What follows belongs to an exercise in optimizing a design on an open flow for small area, a short achievable clock period and few clock cycles per item; a production flow would make more cautious choices.
In this exercise RTL edits were held to simulation tests only and were not proved equivalent to the original.
Power is estimated from default activity; no workload was simulated.

==> inputs of job 9662 <==
==> flow/design.v <==
`timescale 1ns/1ps
package dataPkg;
	parameter int WordBits = 32;
	typedef logic [WordBits-1:0] wordT;
	typedef logic [2*WordBits-1:0] dwordT;
	parameter int MulDivCycles = WordBits;
	parameter wordT DivZeroQuot = '1;
endpackage
`timescale 1ns/1ps
package ctrlPkg;
	typedef enum logic [3:0] {
		OpAdd,
		OpSub,
		OpAnd,
		OpOr,
		OpShr,
		OpShra,
		OpShl,
		OpRor,
		OpRol,
		OpNeg,
		OpNot,
		OpMul,   
		OpDiv    
	} aluOpT;
	typedef enum int unsigned {
		SrcPc,
		SrcIr,
		SrcZhi,
		SrcZlo,
		SrcMdr,
		SrcReg0   
	} busSrcT;
endpackage
`timescale 1ns/1ps
module RegisterFile #(
	parameter int NumRegs = 16
) (
	input logic Clock,
	input logic rst,
	input dataPkg::wordT busM,
	input logic pcIn,
	input logic irIn,
	input logic yIn,
	input logic [NumRegs-1:0] regIn,
	output logic [NumRegs*dataPkg::WordBits-1:0] regs,   
	output dataPkg::wordT pc,
	output dataPkg::wordT ir,
	output dataPkg::wordT y
);
	always_ff @(posedge Clock) begin
		for (int i = 0; i < NumRegs; i++) begin
			if (regIn[i] | rst) begin
				regs[i*dataPkg::WordBits +: dataPkg::WordBits] <= busM;
			end
		end
	end
	always_ff @(posedge Clock) begin
		if (pcIn | rst) begin
			pc <= busM;
		end
	end
	always_ff @(posedge Clock) begin
		if (irIn | rst) begin
			ir <= busM;
		end
	end
	always_ff @(posedge Clock) begin
		if (yIn | rst) begin
			y <= busM;
		end
	end
endmodule
`timescale 1ns/1ps
module MemoryPort (
	input logic Clock,
	input logic rst,
	input dataPkg::wordT busM,
	input dataPkg::wordT mdataIn,
	input logic marIn,
	input logic mdrIn,
	input logic read,
	output dataPkg::wordT mar,
	output dataPkg::wordT mdr
);
	always_ff @(posedge Clock) begin
		if (marIn | rst) begin
			mar <= busM;   
		end
	end
	always_ff @(posedge Clock) begin
		if (mdrIn | rst) begin
			mdr <= (read && !rst) ? mdataIn : busM;
		end
	end
endmodule
`timescale 1ns/1ps
module BusMux #(
	parameter int NumRegs = 16
) (
	input logic [NumRegs*dataPkg::WordBits-1:0] regs,   
	input dataPkg::wordT pc,
	input dataPkg::wordT ir,
	input dataPkg::wordT zHi,
	input dataPkg::wordT zLo,
	input dataPkg::wordT mdr,
	input logic pcOut,
	input logic irOut,
	input logic zHiOut,
	input logic zLoOut,
	input logic mdrOut,
	input logic [NumRegs-1:0] regOut,
	output dataPkg::wordT busOut
);
	localparam int NumSrc = int'(ctrlPkg::SrcReg0) + NumRegs;
	logic [NumSrc-1:0] sel;
	logic [NumSrc*dataPkg::WordBits-1:0] src;
	always_comb begin
		sel[ctrlPkg::SrcPc] = pcOut;
		sel[ctrlPkg::SrcIr] = irOut;
		sel[ctrlPkg::SrcZhi] = zHiOut;
		sel[ctrlPkg::SrcZlo] = zLoOut;
		sel[ctrlPkg::SrcMdr] = mdrOut;
		src[int'(ctrlPkg::SrcPc)*dataPkg::WordBits +: dataPkg::WordBits] = pc;
		src[int'(ctrlPkg::SrcIr)*dataPkg::WordBits +: dataPkg::WordBits] = ir;
		src[int'(ctrlPkg::SrcZhi)*dataPkg::WordBits +: dataPkg::WordBits] = zHi;
		src[int'(ctrlPkg::SrcZlo)*dataPkg::WordBits +: dataPkg::WordBits] = zLo;
		src[int'(ctrlPkg::SrcMdr)*dataPkg::WordBits +: dataPkg::WordBits] = mdr;
		for (int i = 0; i < NumRegs; i++) begin
			sel[int'(ctrlPkg::SrcReg0) + i] = regOut[i];
			src[(int'(ctrlPkg::SrcReg0) + i)*dataPkg::WordBits +: dataPkg::WordBits] = regs[i*dataPkg::WordBits +: dataPkg::WordBits];
		end
	end
	localparam int Levels = $clog2(NumSrc);
	localparam int Leaves = 1 << Levels;
	dataPkg::wordT g [Levels+1][Leaves];
	logic p [Levels+1][Leaves];
	always_comb begin
		for (int i = 0; i < Leaves; i++) begin
			if (i < NumSrc) begin
				g[0][i] = src[i*dataPkg::WordBits +: dataPkg::WordBits] & {dataPkg::WordBits{sel[i]}};
				p[0][i] = ~sel[i];
			end else begin
				g[0][i] = '0;
				p[0][i] = 1'b1;
			end
		end
		for (int l = 1; l <= Levels; l++) begin
			for (int i = 0; i < Leaves; i++) begin
				if (i < (Leaves >> l)) begin
					g[l][i] = g[l-1][2*i] | (g[l-1][2*i+1] & {dataPkg::WordBits{p[l-1][2*i]}});
					p[l][i] = p[l-1][2*i] & p[l-1][2*i+1];
				end else begin
					g[l][i] = '0;
					p[l][i] = 1'b1;
				end
			end
		end
		busOut = g[Levels][0];
	end
endmodule
`timescale 1ns/1ps
module AluStage (
	input logic Clock,
	input logic rst,
	input dataPkg::wordT y,
	input dataPkg::wordT busIn,
	input logic [3:0] aluOp,
	input logic incPc,
	input logic zIn,
	input logic mdReq,
	output dataPkg::wordT zHi,
	output dataPkg::wordT zLo,
	output logic mdAck,
	output logic mdReqOut,
	output logic mdIsDiv,
	output dataPkg::wordT mdA,
	output dataPkg::wordT mdB,
	output dataPkg::wordT mdANorm,   
	input logic [4:0] mdNormAmt,
	output logic mdALtB,   
	input logic mdAckIn,
	input dataPkg::dwordT mdResult   
);
	dataPkg::wordT a;
	logic [3:0] op;
	logic [4:0] sh;
	logic isMulDiv;
	assign a = incPc ? dataPkg::wordT'(1) : y;   
	assign op = incPc ? ctrlPkg::OpAdd : aluOp;
	assign sh = busIn[4:0];
	assign isMulDiv = (op == ctrlPkg::OpMul) || (op == ctrlPkg::OpDiv);
	assign mdReqOut = mdReq && isMulDiv;
	assign mdIsDiv = (op == ctrlPkg::OpDiv);
	assign mdA = y;
	assign mdB = busIn;
	assign mdAck = mdAckIn;
	logic isSub, isNeg, inv, cin;
	dataPkg::wordT addA, addB, sum;
	assign isSub = (op == ctrlPkg::OpSub);
	assign isNeg = (op == ctrlPkg::OpNeg);
	assign inv = isSub || isNeg || isMulDiv;
	assign addA = isNeg ? '0 : a;
	assign addB = inv ? ~busIn : busIn;
	assign cin = inv;
	logic [33:0] wide;
	assign wide = {1'b0, addA, cin} + {1'b0, addB, cin};
	assign sum = wide[32:1];
	assign mdALtB = !wide[33];
	logic left;
	logic [4:0] amt;
	dataPkg::wordT rotIn;
	dataPkg::wordT rot [6];
	assign left = isMulDiv || (op == ctrlPkg::OpShl) || (op == ctrlPkg::OpRol);
	assign amt = isMulDiv ? ~mdNormAmt : (left ? ~sh : sh);
	assign rotIn = left ? {a[0], a[31:1]} : a;
	always_comb begin
		rot[0] = rotIn;
		for (int j = 0; j < 5; j++) begin
			rot[j+1] = amt[j] ? ((rot[j] >> (1 << j)) | (rot[j] << (32 - (1 << j)))) : rot[j];
		end
	end
	assign mdANorm = rot[5];
	dataPkg::wordT therm, keep, shRes;
	logic fill;
	assign therm = '1 << sh;
	always_comb begin
		for (int i = 0; i < 32; i++) begin
			if (op == ctrlPkg::OpShr || op == ctrlPkg::OpShra) begin
				keep[i] = therm[31-i];
			end else if (op == ctrlPkg::OpShl) begin
				keep[i] = therm[i];
			end else begin
				keep[i] = 1'b1;
			end
		end
	end
	assign fill = (op == ctrlPkg::OpShra) && a[31];
	assign shRes = (rot[5] & keep) | ({32{fill}} & ~keep);
	dataPkg::wordT lo;
	always_comb begin
		case (op)
			ctrlPkg::OpAdd, ctrlPkg::OpSub, ctrlPkg::OpNeg: lo = sum;
			ctrlPkg::OpAnd: lo = a & busIn;
			ctrlPkg::OpOr: lo = a | busIn;
			ctrlPkg::OpShr, ctrlPkg::OpShra, ctrlPkg::OpShl, ctrlPkg::OpRor, ctrlPkg::OpRol: lo = shRes;
			ctrlPkg::OpNot: lo = ~busIn;
			ctrlPkg::OpMul: lo = mdResult[63:32];
			ctrlPkg::OpDiv: lo = mdResult[31:0];
			default: lo = '0;
		endcase
	end
	always_ff @(posedge Clock) begin
		if (zIn | rst) begin
			zHi <= rst ? '0 : (op == ctrlPkg::OpMul) ? mdResult[31:0]
				: (op == ctrlPkg::OpDiv) ? mdResult[63:32] : '0;
			zLo <= rst ? '0 : lo;
		end
	end
endmodule
`timescale 1ns/1ps
module MulDivUnit (
	input logic Clock,
	input logic rst,
	input logic mdReq,
	input logic mdIsDiv,
	input dataPkg::wordT mdA,       
	input dataPkg::wordT mdB,       
	input dataPkg::wordT mdANorm,   
	input logic mdALtB,
	output logic [4:0] mdNormAmt,
	output logic mdAck,
	output dataPkg::dwordT mdResult   
);
	logic active;
	logic ack;
	logic isDiv;
	logic [5:0] cnt;   
	logic [1:0] cr;    
	logic fresh;       
	logic bZeroR;      
	logic aLtBR;       
	dataPkg::wordT opnd;   
	dataPkg::wordT hi;
	dataPkg::wordT lo;
	logic [5:0] lz;
	always_comb begin
		lz = 6'd32;
		for (int i = 0; i < 32; i++) begin
			if (mdA[i]) begin
				lz = 6'(31 - i);
			end
		end
	end
	logic bZero, divEarly, skip;
	logic [5:0] nStart;
	assign bZero = (mdB == '0);
	assign divEarly = mdIsDiv && (bZero || mdALtB);
	assign skip = bZeroR || aLtBR;
	assign mdNormAmt = mdIsDiv ? lz[4:0] : {lz[4:1], 1'b0};
	assign nStart = lz[5] ? 6'd0
		: mdIsDiv ? 6'd32 - lz : 6'd16 - {2'b00, lz[4:1]};
	dataPkg::wordT hiEff;
	assign hiEff = fresh ? '0 : hi;
	logic [33:0] row0, pp0, pp1;
	logic [33:0] s1, c1;
	logic [33:0] sum;
	dataPkg::wordT shifted;
	assign shifted = {hiEff[30:0], lo[31]};
	assign row0 = isDiv ? {2'b00, shifted} : {2'b00, hiEff[29:0], 2'b00};
	assign pp0 = isDiv ? {2'b00, ~opnd} : (lo[30] ? {2'b00, opnd} : '0);
	assign pp1 = (!isDiv && lo[31]) ? {1'b0, opnd, 1'b0} : '0;
	always_comb begin
		s1 = row0 ^ pp0 ^ pp1;
		c1 = {((row0 & pp0) | (row0 & pp1) | (pp0 & pp1)), 1'b0};
	end
	assign sum = s1 + (c1 | {33'd0, isDiv});   
	logic q;
	dataPkg::wordT hiNext, loNext;
	assign q = hiEff[31] | sum[32];   
	assign hiNext = (isDiv && !q) ? shifted : sum[31:0];
	assign loNext = isDiv ? {lo[30:0], q} : {lo[29:0], hiEff[31:30]} + {28'd0, cr, 2'b00};
	dataPkg::wordT loOut;
	always_comb begin
		if (bZeroR) begin
			loOut = isDiv ? dataPkg::DivZeroQuot : '0;
		end else if (aLtBR) begin
			loOut = '0;
		end else begin
			loOut = lo + {30'd0, cr};
		end
	end
	assign mdResult = {hi, loOut};
	assign mdAck = ack;
	logic start;
	assign start = mdReq && !active;
	always_ff @(posedge Clock) begin
		if (rst) begin
			active <= 1'b0;
			ack <= 1'b0;
			cnt <= '0;
		end else if (start) begin
			active <= 1'b1;
			ack <= (nStart == 6'd0) || divEarly || bZero;
			cnt <= nStart;
		end else begin
			active <= active && mdReq;
			ack <= active && mdReq && (ack || cnt == 6'd1);
			if (cnt != '0) begin
				cnt <= cnt - 6'd1;
			end
		end
	end
	always_ff @(posedge Clock) begin
		if (start) begin
			isDiv <= mdIsDiv;
			opnd <= mdB;
			hi <= mdIsDiv ? mdA : '0;
			lo <= mdANorm;
			cr <= 2'b00;
			fresh <= 1'b1;
			bZeroR <= bZero;
			aLtBR <= mdIsDiv && mdALtB;
		end else if (cnt != '0 && !skip) begin
			fresh <= 1'b0;
			hi <= hiNext;
			lo <= loNext;
			cr <= isDiv ? 2'b00 : sum[33:32];
		end
	end
endmodule
`timescale 1ns/1ps
module DataPath (
	input logic Clock,
	input logic rst,
	input logic pcIn,
	input logic irIn,
	input logic yIn,
	input logic marIn,
	input logic mdrIn,
	input logic zIn,
	input logic [15:0] regIn,
	input logic pcOut,
	input logic irOut,
	input logic zHiOut,
	input logic zLoOut,
	input logic mdrOut,
	input logic [15:0] regOut,
	input logic read,
	input logic incPc,
	input logic [3:0] aluOp,
	input logic [31:0] mdataIn,
	input logic mdReq,
	output logic mdAck,
	output logic [31:0] busOut,
	output logic [31:0] memAddr
);
	localparam int NumRegs = 16;
	logic [NumRegs*dataPkg::WordBits-1:0] regs;
	dataPkg::wordT pc, ir, y;
	dataPkg::wordT mdr;
	dataPkg::wordT zHi, zLo;
	dataPkg::wordT busM;   
	logic mdReqInt;
	logic mdIsDiv;
	dataPkg::wordT mdA, mdB, mdANorm;
	logic [4:0] mdNormAmt;
	logic mdAckInt;
	logic mdALtB;
	dataPkg::dwordT mdResult;
	assign busM = busOut & {dataPkg::WordBits{~rst}};
	RegisterFile #(.NumRegs(NumRegs)) regFile0 (
		.Clock(Clock), .rst(rst), .busM(busM),
		.pcIn(pcIn), .irIn(irIn), .yIn(yIn), .regIn(regIn),
		.regs(regs), .pc(pc), .ir(ir), .y(y)
	);
	MemoryPort memPort0 (
		.Clock(Clock), .rst(rst), .busM(busM), .mdataIn(mdataIn),
		.marIn(marIn), .mdrIn(mdrIn), .read(read),
		.mar(memAddr), .mdr(mdr)
	);
	BusMux #(.NumRegs(NumRegs)) busMux0 (
		.regs(regs), .pc(pc), .ir(ir), .zHi(zHi), .zLo(zLo), .mdr(mdr),
		.pcOut(pcOut), .irOut(irOut), .zHiOut(zHiOut), .zLoOut(zLoOut),
		.mdrOut(mdrOut), .regOut(regOut), .busOut(busOut)
	);
	AluStage alu0 (
		.Clock(Clock), .rst(rst), .y(y), .busIn(busOut), .aluOp(aluOp),
		.incPc(incPc), .zIn(zIn), .mdReq(mdReq),
		.zHi(zHi), .zLo(zLo), .mdAck(mdAck),
		.mdReqOut(mdReqInt), .mdIsDiv(mdIsDiv), .mdA(mdA), .mdB(mdB),
		.mdANorm(mdANorm), .mdNormAmt(mdNormAmt), .mdALtB(mdALtB),
		.mdAckIn(mdAckInt), .mdResult(mdResult)
	);
	MulDivUnit mulDiv0 (
		.Clock(Clock), .rst(rst),
		.mdReq(mdReqInt), .mdIsDiv(mdIsDiv), .mdA(mdA), .mdB(mdB),
		.mdANorm(mdANorm), .mdNormAmt(mdNormAmt), .mdALtB(mdALtB),
		.mdAck(mdAckInt), .mdResult(mdResult)
	);
endmodule
==> flow/run.sh <==
#!/bin/bash
# synth_recipe.tcl (not shown) runs the flow's synth.tcl, then flattens the netlist and writes it again
# the make line also repeats each setting of config.mk as NAME=value (left out here)
make -C /OpenROAD-flow-scripts/flow DESIGN_CONFIG=/design/flow/config.mk WORK_HOME=/design/flow/orfs CLKGATE_MAP_FILE= SYNTH_SCRIPT=/design/flow/synth_recipe.tcl finish
==> flow/config.mk <==
export PLATFORM = sky130hd
export DESIGN_NAME = DataPath
export DESIGN_NICKNAME = DataPath
export VERILOG_FILES = /design/flow/design.v
export SDC_FILE = /design/flow/constraint.sdc
export NUM_CORES = 4
export LEC_CHECK = 0
export ABC_AREA = 1
export CAP_MARGIN = 20
export CORE_MARGIN = 2
export CORE_UTILIZATION = 40
export CTS_BUF_LIST = sky130_fd_sc_hd__clkbuf_8
export SETUP_SLACK_MARGIN = 4.0
export SLEW_MARGIN = 20
==> flow/constraint.sdc <==
create_clock -name core_clock -period 10.0 [get_ports {Clock}]
set_input_delay 2.0000 -clock core_clock [delete_from_list [all_inputs] [get_ports {Clock}]]
set_output_delay 2.0000 -clock core_clock [all_outputs]
set_load 0.01 [all_outputs]
==> job 5251 (differences from job 9662) <==
- CORE_UTILIZATION: 40 -> 30
- CTS_BUF_LIST: sky130_fd_sc_hd__clkbuf_8 -> default
- SETUP_SLACK_MARGIN: 4.0 -> 4.5
==> job 3818 (differences from job 9662) <==
- CORE_UTILIZATION: 40 -> 30
- CTS_BUF_LIST: sky130_fd_sc_hd__clkbuf_8 -> default
- SETUP_SLACK_MARGIN: 4.0 -> 3.5
==> summary of the runs <==
Against job 3818, the via count of job 9662 is higher by about 3.6%. Non-clock buffer count: job 3818 is lower than job 9662 (53). Clock power: job 5251 > job 3818 > job 9662. Between job 3818 and job 9662, the lower worst hold slack is in job 3818 (gap 16 ps). First-iteration DRC count: job 9662 is higher than job 5251 (1.2%). Combinational power: job 3818 is lower than job 5251 (21%). Fmax: job 3818 < job 9662 < job 5251.
==> figures <==
item	job 9662	job 5251	job 3818
Antenna violations before repair	9	9	12
Post-DP HPWL	131,000 um	137,000 um	124,000 um
GPL Wtd Cong	1.03	1.01	1.01
Sequential fraction of design power	42.4%	39.2%	42.3%
Share of the final layout cell area in sequential cells	46.2%	42.7%	46.2%
Run status	finished clean	finished clean	finished clean
End-of-flow core utilization	47.9%	39.0%	36.0%
Slack of the worst reg-to-reg path	4260 ps	4450 ps	3820 ps
Slowest stage cell, crit path	bufbuf_16	nand4_1	a221oi_1
Worst R2R Start	mulDiv0.isDiv$_DFFE_PP_	mulDiv0.lo[30]$_DFFE_PP_	mulDiv0.isDiv$_DFFE_PP_
Post-CTS resize count	342	730	200
Number of global-route vias before repair	38,300	39,000	36,500
Via/cell ratio	5.99	5.61	5.49
Number of DRC markers in iteration 0	5,461	5,395	5,205
DRT Pass-1 Iters	8	6	8
P_comb	0.00301 W	0.00346 W	0.00275 W
Testbench counts of job 9662, summed over its fixed seeds: cycles 146,723, items 20,000.
Testbench counts of job 5251, summed over its fixed seeds: cycles 146,723, items 20,000.
Testbench counts of job 3818, summed over its fixed seeds: cycles 146,723, items 20,000.

port drivers added, routing unchanged:
Ports are ideal in the flow. The routed layouts listed here were re-timed in OpenROAD.
Step 1: set_driving_cell puts a clkbuf_16 on Clock and a buf_2 on each other input, an assumption about the parent block.
Step 2 moves the port delays by t, midway between the first and last clock arrival at a register: inputs arrive t later, outputs are due t later. That takes back most of the time a late clock gives input paths.
Slacks: no drivers / after step 1 / after step 2; pairs: no drivers / after step 1.
run | t (ns) | slack for setup (ns) | slew at the worst register clock pin (ns) | cell pins on the clock port's net
job 9662 | 0.929 | 4.019 / 3.999 / 3.163 | 0.07 / 0.07 | 1
job 5251 | 0.788 | 4.156 / 4.101 / 3.486 | 0.08 / 0.08 | 1
job 3818 | 0.776 | 3.580 / 3.538 / 2.951 | 0.07 / 0.07 | 1
After both steps setup and hold are still met in every run listed. The setup slack of job 9662, which loses most, moves by -0.020 ns with the drivers and by -0.856 ns with both steps.
